This design comes from an exercise in tuning for small area on the open sky130 flow, not from production work. Function was checked by simulation only, so behaviour that the tests miss may differ from the original.

== run A ==
// guided_stats_top
module guided_stats_top
(
	input  logic        clk,
	input  logic        rst_n,
	input  logic        in_valid,
	input  logic [7:0]  pix_i,
	input  logic [7:0]  pix_p,
	input  logic [7:0]  old_i,
	input  logic [7:0]  old_p,
	output logic        out_valid,
	output logic [11:0] sum_i,
	output logic [11:0] sum_p,
	output logic [41:0] var_num,
	output logic [41:0] cov_num
);
Size: ~3,200 cells after synthesis, about 39,000 sq um of cells after synthesis.
make LEC_CHECK=0 CAP_MARGIN=20 CORE_MARGIN=2 CORE_UTILIZATION=40 CTS_BUF_LIST=sky130_fd_sc_hd__clkbuf_8 SLEW_MARGIN=20 finish   # period 10.0 ns
run.sh (not shown) runs the stock make flow with config.mk's settings and CLKGATE_MAP_FILE= SYNTH_SCRIPT=/design/flow/synth_recipe.tcl, a recipe that flattens the netlist after the stock synthesis.
The flow completed for run A, but it is not clean: the layout still shows negative setup slack.
The inputs of run B differ from those of run A as listed below.
Settings: removing CTS_BUF_LIST (formerly sky130_fd_sc_hd__clkbuf_8).
==> summary.txt <==
- Diff run A -> run B: final standard cell utilization of the core roughly the same; met1 track utilization from global routing neither gained nor lost much; count of clock-buffer cells in the layout shows a reduction of 22; final wirelength dropped about 0.9%.
- Run B: PASS, flow complete, no timing, DRC or antenna violations
> inputs changed (run B -> run C)
Settings: an added CTS_BUF_LIST of sky130_fd_sc_hd__clkbuf_4.
### Flow results
Run C: complete, dirty (negative setup slack)
The final layout from run B, which completed every stage, passed the timing, design-rule and antenna checks at the end of the flow.
Diff run B -> run C: count of plain and timing-repair buffers up about 3.2%, fmax lower, global router's overall resource usage saw an increase, critical path depth went down.
From run B to run C the numbers moved as follows: post-route clock period utilization rose 3.1 points; number of nets in the layout higher.
Worst hold margin (lower): run B
Compared with run B, in run C total buffers and inverters traversed by the critical path moved down, clock-buffer cell count saw an increase.

========
Setup of before:
Another version of the RTL of guided_stats_top (not shown whole).
For scale: ~140 I/O pins.
clock: 10.0 ns
lec_check: 0
cap_margin: 20
core_margin: 2
core_utilization: 40
slew_margin: 20
standard.sh (not shown) runs the stock make flow with config.mk's settings and CLKGATE_MAP_FILE= SYNTH_SCRIPT=/design/flow/synth_recipe.tcl, a recipe that flattens the netlist after the stock synthesis.
==> flow/flow/run.sh <==
#!/bin/bash
# Own layout flow: the standard flow (standard.sh) with three changes:
#  - synthesis runs Yosys's synth without its early ABC pass (-noabc), so the explicit
#    full-adder trees of the RTL reach extract_fa as written;
#  - flow/polarity.py then re-picks the polarity of full adders and 2-input gates in the
#    synthesized netlist to drop inverters (registers and ports untouched);
#  - the ports are buffered with buf_1 cells.
set -euo pipefail
work=$(pwd)
res="$work/orfs/results/${FLOW_PLATFORM:-sky130hd}/guided_stats_top/base"
sed 's/yosys synth -nofsm -noshare/yosys synth -nofsm -noshare -noabc/' synth_recipe.tcl > "$work/flow_synth.tcl"
grep -q -- '-noabc' "$work/flow_synth.tcl"
bash standard.sh SYNTH_SCRIPT="$work/flow_synth.tcl" synth > "$work/synth.log" 2>&1
cp "$res/1_2_yosys.v" "$work/yosys_netlist.v"
python3 "$work/flow/polarity.py" "$work/yosys_netlist.v" "$res/1_2_yosys.v" > "$work/polarity.log" 2>&1
rm -f "$res/1_synth.odb"
bash standard.sh BUFFER_PORTS_ARGS="-buffer_cell sky130_fd_sc_hd__buf_1" > "$work/layout.log" 2>&1
Other scripts of this flow, unchanged in this note and not shown: flow/flow/polarity.py
Inputs modified between before and after:
--- a/flow/config.mk
+++ b/flow/config.mk
@@ -10,2 +10,5 @@
 export CORE_UTILIZATION = 40
+export CTS_BUF_LIST = sky130_fd_sc_hd__clkbuf_16
+export CTS_CLUSTER_DIAMETER = 100
+export CTS_CLUSTER_SIZE = 30
 export SLEW_MARGIN = 20
Findings:
Between before and after, share of the final layout cell area in sequential cells is higher for after, before comes in under that.
From before to after the numbers moved as follows: non-clock buffer count went up by 0.62%; final period utilization now smaller; time the worst path needs with I/O delays and setup -0.027 ns.
Compared after vs before, and first-pass GRT wire length is down in after.
Re final cell count: before was higher than after.

========
== JK ==
guided_stats_top, a different RTL version from the one above (not shown whole).
Size: ~2100 cells after synthesis, ~33000 um^2 of cells after synthesis.
export LEC_CHECK = 0
export CAP_MARGIN = 20
export CORE_MARGIN = 2
export CORE_UTILIZATION = 65
export PLACE_DENSITY = 0.8
export SLEW_MARGIN = 20
create_clock -name core_clock -period 10.0 [get_ports {clk}]
==> flow/flow/run.sh <==
#!/bin/bash
# Own layout flow: the standard flow (standard.sh) with these changes:
#  - synthesis runs Yosys's synth without its early ABC pass (-noabc), so the explicit
#    full-adder trees of the RTL reach extract_fa as written;
#  - flow/polarity.py then re-picks the polarity of full adders and 2-input gates in the
#    synthesized netlist to drop inverters (registers and ports untouched);
#  - the ports are buffered with buf_1 cells, and the buffers synthesis added are removed
#    before placement (the resizer adds back those it needs);
#  - the clock tree uses larger sink clusters (fewer clock buffers) and no dummy loads.
set -euo pipefail
work=$(pwd)
res="$work/orfs/results/${FLOW_PLATFORM:-sky130hd}/guided_stats_top/base"
sed 's/yosys synth -nofsm -noshare/yosys synth -nofsm -noshare -noabc/' synth_recipe.tcl > "$work/flow_synth.tcl"
grep -q -- '-noabc' "$work/flow_synth.tcl"
bash standard.sh SYNTH_SCRIPT="$work/flow_synth.tcl" synth > "$work/synth.log" 2>&1
cp "$res/1_2_yosys.v" "$work/yosys_netlist.v"
python3 "$work/flow/polarity.py" "$work/yosys_netlist.v" "$res/1_2_yosys.v" > "$work/polarity.log" 2>&1
rm -f "$res/1_synth.odb"
bash standard.sh BUFFER_PORTS_ARGS="-buffer_cell sky130_fd_sc_hd__buf_1" REMOVE_ABC_BUFFERS=1 \
  CTS_ARGS="-sink_clustering_enable -repair_clock_nets -sink_clustering_size 30 -sink_clustering_max_diameter 100 -buf_list sky130_fd_sc_hd__clkbuf_16 -dont_use_dummy_load" > "$work/layout.log" 2>&1
Other scripts of this flow, unchanged in this note and not shown: flow/flow/polarity.py
JK closes out successfully: all stages finished, all timing, DRC and antenna checks passed.
Here is what was changed in the inputs of MS compared with JK.
- CORE_UTILIZATION: 65 -> 40
- PLACE_DENSITY: 0.8 -> unset
[summary]
- Compared with JK, MS degrades remaining max-slew budget at the tightest pin.
- Period utilization: MS and JK compared, higher one is JK
- Compared with JK, MS shows a higher number of buffers inserted during clock tree synthesis.
- [compare] base=JK new=MS: design area went up by about 1.7%, height of the chip picked up an extra 27%.
- MS vs JK — total length of routed wires rose 6.0%.
- On MS: minimum period implied by the final worst setup slack is 0.078 ns lower than what JK gave.

static timing again, ports no longer ideal:
No port has a modelled driver above. Below, the same layouts with a new extraction and two added sets of constraints. Step 1 assumes that a clkbuf_16 drives the clock port and a buf_2 every other input. Step 2, shift: input delay + t, output delay - t, t = (earliest + latest rising clock arrival at the registers) / 2. This alone moves slack from input paths to output paths. Slacks: ideal ports / drivers / drivers and shift; pairs: ideal ports / drivers.
run | t, ns | setup WS [ns] | latest minus earliest clock arrival (ns) | slew at the worst register clock pin (ns) | cell pins on the clock port's net
run A | 0.760 | -0.015 / -0.071 / 0.689 | 0.057 / 0.057 | 0.07 / 0.07 | 1
run B | 0.696 | 0.075 / 0.013 / 0.709 | 0.040 / 0.040 | 0.06 / 0.06 | 1
run C | 1.002 | -0.239 / -0.294 / 0.708 | 0.072 / 0.071 | 0.07 / 0.07 | 1
before | 0.673 | 0.258 / 0.198 / 0.238 | 0.034 / 0.033 | 0.06 / 0.06 | 1
after | 0.651 | 0.285 / 0.227 / 0.268 | 0.027 / 0.027 | 0.11 / 0.11 | 1
JK | 0.609 | 0.287 / 0.233 / 0.118 | 0.078 / 0.078 | 0.12 / 0.12 | 1
MS | 0.635 | 0.365 / 0.304 / -0.024 | 0.089 / 0.089 | 0.11 / 0.11 | 1
With both steps, setup timing fails in MS, where it was met with ideal ports. The setup slack of MS, which loses most, moves by -0.061 ns with the drivers and by -0.389 ns with both steps.
